This design comes from an exercise in tuning for small area and a short achievable clock period on the open sky130 flow, not from production work.
RTL that was checked went through simulation tests only; none was proved equivalent to the original.
Power is estimated from default activity; no workload was simulated.

Setup of oak:
Design alignCellTop, start of the top module:
module alignCellTop (
  input  logic        clk,
  input  logic        rst,
  input  logic [76:0] n1_i,
  input  logic [76:0] n2_i,
  input  logic [76:0] n3_i,
  input  logic [1:0]  a_i,
  input  logic [1:0]  b_i,
  input  logic [1:0]  c_i,
  input  logic        en_i,
  output logic [76:0] state_o,
  output logic [1:0]  baseA_o,
  output logic        en_o
);
Size in the first run: roughly 3600 cells after synthesis, roughly 150 flip-flops, roughly 320 I/O pins.
==> flow/config.mk <==
export PLATFORM = sky130hd
export DESIGN_NAME = alignCellTop
export DESIGN_NICKNAME = alignCellTop
export VERILOG_FILES = /design/flow/design.v
export SDC_FILE = /design/flow/constraint.sdc
export NUM_CORES = 4
export LEC_CHECK = 0
export ABC_AREA = 1
export CAP_MARGIN = 20
export CORE_MARGIN = 2
export CORE_UTILIZATION = 45
export GPL_ROUTABILITY_DRIVEN = 0
export SETUP_SLACK_MARGIN = 5
export SLEW_MARGIN = 20
==> flow/constraint.sdc <==
create_clock -name core_clock -period 11.0 [get_ports {clk}]
set_input_delay 2.2000 -clock core_clock [delete_from_list [all_inputs] [get_ports {clk}]]
set_output_delay 2.2000 -clock core_clock [all_outputs]
set_load 0.01 [all_outputs]
standard.sh (not shown) runs the stock make flow with config.mk's settings and CLKGATE_MAP_FILE= SYNTH_SCRIPT=/design/flow/synth_recipe.tcl, a recipe that flattens the netlist after the stock synthesis.
==> flow/flow/run.sh <==
#!/bin/bash
# The standard layout, with plain sky130_fd_sc_hd__buf_1 cells as the port
# buffers (the resizer's timing repair sizes them up where a path needs it).
# make's full output goes to flow.log here; each ORFS step keeps its own log
# under orfs/logs/.
set -euo pipefail
bash standard.sh "BUFFER_PORTS_ARGS=-buffer_cell sky130_fd_sc_hd__buf_1" finish > flow.log 2>&1
Changes in pine relative to oak:
--- a/flow/config.mk
+++ b/flow/config.mk
@@ -9 +9 @@
-export CAP_MARGIN = 20
+export CAP_MARGIN = 0
@@ -12 +11,0 @@
-export GPL_ROUTABILITY_DRIVEN = 0
@@ -14 +13 @@
-export SLEW_MARGIN = 20
+export SLEW_MARGIN = 0
Results
Between pine and oak, number of inserted diodes is lower for oak, pine comes in above that. pine reports its highest-delay cell along the critical path as sky130_fd_sc_hd__o21ai_0 while oak reports sky130_fd_sc_hd__a21oi_1. pine vs. oak: count of cell instances traversed by the critical path saw a decrease; fraction of area in clock buffers and inverters saw little to no change; utilization after layout saw little to no change; detailed route wirelength on metal2 saw a decrease.
## Diff of input files: birch against pine
--- a/flow/config.mk
+++ b/flow/config.mk
@@ -9 +9 @@
-export CAP_MARGIN = 0
+export CAP_MARGIN = 20
@@ -13 +13 @@
-export SLEW_MARGIN = 0
+export SLEW_MARGIN = 20
[summary]
Compared pine against birch; final cycle utilization of the critical path within noise.
Diff pine..birch | total wire length | negligible
Comparing detailed route wirelength on metal3 for birch and pine, the bigger number came from birch.
birch -> pine: wire length the detailed router placed on met1 flat
The capturing instance or port of the critical path comes out alignCell_inst.ixzPre[2]$_DFF_PP0_ in one run and alignCell_inst.ixyPre[6]$_DFF_PP0_ in the other, namely in birch and pine respectively.
Both conditions hold for birch: the flow ran to the end and the final layout passed the timing, design-rule and antenna checks.
| maximum frequency | pine vs birch | ≈ equal |

========
Setup of xenon:
Another version of the RTL of alignCellTop (not shown whole).
For scale: about 3100 cells after synthesis, roughly 190 flip-flops, roughly 320 I/O pins, about 0.024 mm2 of cells after synthesis.
make LEC_CHECK=0 CAP_MARGIN=20 CORE_MARGIN=2 CORE_UTILIZATION=45 SETUP_SLACK_MARGIN=3 SLEW_MARGIN=20 finish   # period 11.0 ns
run.sh (not shown) runs the stock make flow with config.mk's settings and CLKGATE_MAP_FILE= SYNTH_SCRIPT=/design/flow/synth_recipe.tcl, a recipe that flattens the netlist after the stock synthesis.
Stock flow here: none of the scripts above is used.
Setup changes, xenon to maple
# xenon
export LEC_CHECK = 0
export CAP_MARGIN = 20
export CORE_MARGIN = 2
export CORE_UTILIZATION = 45
export SETUP_SLACK_MARGIN = 3
export SLEW_MARGIN = 20
create_clock -name core_clock -period 11.0 [get_ports {clk}]
# maple
export LEC_CHECK = 0
export CAP_MARGIN = 20
export CORE_MARGIN = 2
export CORE_UTILIZATION = 45
export SETUP_SLACK_MARGIN = 4
export SLEW_MARGIN = 20
create_clock -name core_clock -period 11.0 [get_ports {clk}]
[summary]
Looking at first-pass iteration count of the detailed router, maple sits 1 lower than xenon does. xenon has lower combinational group share of total power than maple. Every stage of the flow completed for xenon, and the final layout passed the timing, design-rule and antenna checks. Looking at the reports, maple completed the entire flow and the layout it produced met the timing, design-rule and antenna checks. Max clock period minus worst slack across maple and xenon: xenon. Number of H-tree branching levels: xenon vs maple identical. Of maple and xenon, the higher count of clock-net buffers in the final layout belongs to xenon. Pre-CTS setup slack: maple vs xenon up 0.10 ns.
Function was not checked in any run of this note: the RTL went through the layout flow alone.

========
job 220:
alignCellTop, a different RTL version from the one above (not shown whole).
For scale: about 3,200 cells after synthesis, about 150 flip-flops, roughly 320 I/O pins, ~0.023 mm^2 of cells after synthesis.
Settings: LEC_CHECK=0, CAP_MARGIN=20, CORE_MARGIN=2, CORE_UTILIZATION=45, SETUP_SLACK_MARGIN=2, SLEW_MARGIN=20; clock period 11.0 ns.
standard.sh (not shown) runs the stock make flow with config.mk's settings and CLKGATE_MAP_FILE= SYNTH_SCRIPT=/design/flow/synth_recipe.tcl, a recipe that flattens the netlist after the stock synthesis.
Scripts as last shown in full above: flow/flow/run.sh
### job 220 -> job 5060
==> flow/run.sh (new file) <==
#!/bin/bash
# synth_recipe.tcl (not shown) runs the flow's synth.tcl, then flattens the netlist and writes it again
# the make line also repeats each setting of config.mk as NAME=value (left out here)
make -C /OpenROAD-flow-scripts/flow DESIGN_CONFIG=/design/flow/config.mk WORK_HOME=/design/flow/orfs CLKGATE_MAP_FILE= SYNTH_SCRIPT=/design/flow/synth_recipe.tcl finish
removed: flow/flow/run.sh
removed: flow/standard.sh
### Flow results
Global-route wire length before repair ends up lower on job 5060. The final period utilization of job 5060 is higher than that of job 220. Having completed the whole flow, job 5060 delivered a layout that passed the timing, design-rule and antenna checks. Job 220 has lower post-route cell area than job 5060. In job 5060 the transition time at the pin with the least slew margin turned out 0.080 ns lower than in job 220.
--- input diff job 5060..job 1565 ---
- putting ABC_AREA at 1 where nothing was set
### Flow results
- alignCell_inst.ixyPre[3] as the end point of the critical path was reported by job 1565, and alignCell_inst.mK[2] by job 5060.
- Relative to job 5060, the floorplan die area of job 1565 is lower by about 4%.
- Side by side, synthesized cell count turned out higher in job 1565 than in job 5060.
- The uppermost metal layer occupied by signal nets comes out met4 in one run and met5 in the other, namely in job 5060 and job 1565 respectively.
- Summary: with job 5060 as the reference, number of filler cells placed in the layout in job 1565 moved up by a few percent.
- Area after synthesis improves in job 1565 relative to job 5060.
- Final design area excluding fillers for job 1565: about 3.7% down relative to job 5060
- Headroom to the max-slew limit delta (job 1565 − job 5060): favourable
- [compare] base=job 5060 new=job 1565: initial antenna violation count fell by 2, relative contribution of combinational cells to total power rose by 2.3 points, clock-buffer cell count rose by 2, power dissipated in sequential cells fell by about 4%.

-- what the ideal ports hide --
In the flow no input, the clock included, has a driving cell. The finished layouts below were timed again as built, in two steps. Step 1, drivers: a clkbuf_16 drives clk and a buf_2 each remaining input, both assumed. Step 2 also shifts input and output timing later by t, the mid clock arrival at the registers, as if the neighbouring blocks saw the same clock. a / b / c = ideal ports / drivers / drivers and shift; a / b = the first two.
run	t (ns)	slack for setup (ns)	worst hold slack (ns)	worst setup path after step 2	cell pins on the clock port's net
oak	0.471	5.205 / 5.224 / 4.753	0.449 / 0.449 / 0.449	input to register	1
pine	0.479	5.230 / 5.251 / 4.772	0.442 / 0.442 / 0.442	input to register	1
birch	0.479	5.227 / 5.251 / 4.771	0.445 / 0.445 / 0.445	input to register	1
xenon	0.540	2.275 / 2.258 / 1.718	0.465 / 0.465 / 0.465	input to register	1
maple	0.528	2.399 / 2.402 / 1.874	0.455 / 0.455 / 0.455	input to register	1
job 220	0.491	2.329 / 2.360 / 1.869	0.346 / 0.346 / 0.346	input to register	1
job 5060	0.494	2.237 / 2.271 / 1.777	0.341 / 0.341 / 0.341	input to register	1
job 1565	0.466	3.231 / 3.250 / 2.785	0.344 / 0.344 / 0.344	input to register	1
After both steps setup and hold are still met in every run listed. For xenon, which loses most, drivers alone change the setup slack by -0.017 ns; drivers and shift together by -0.557 ns.
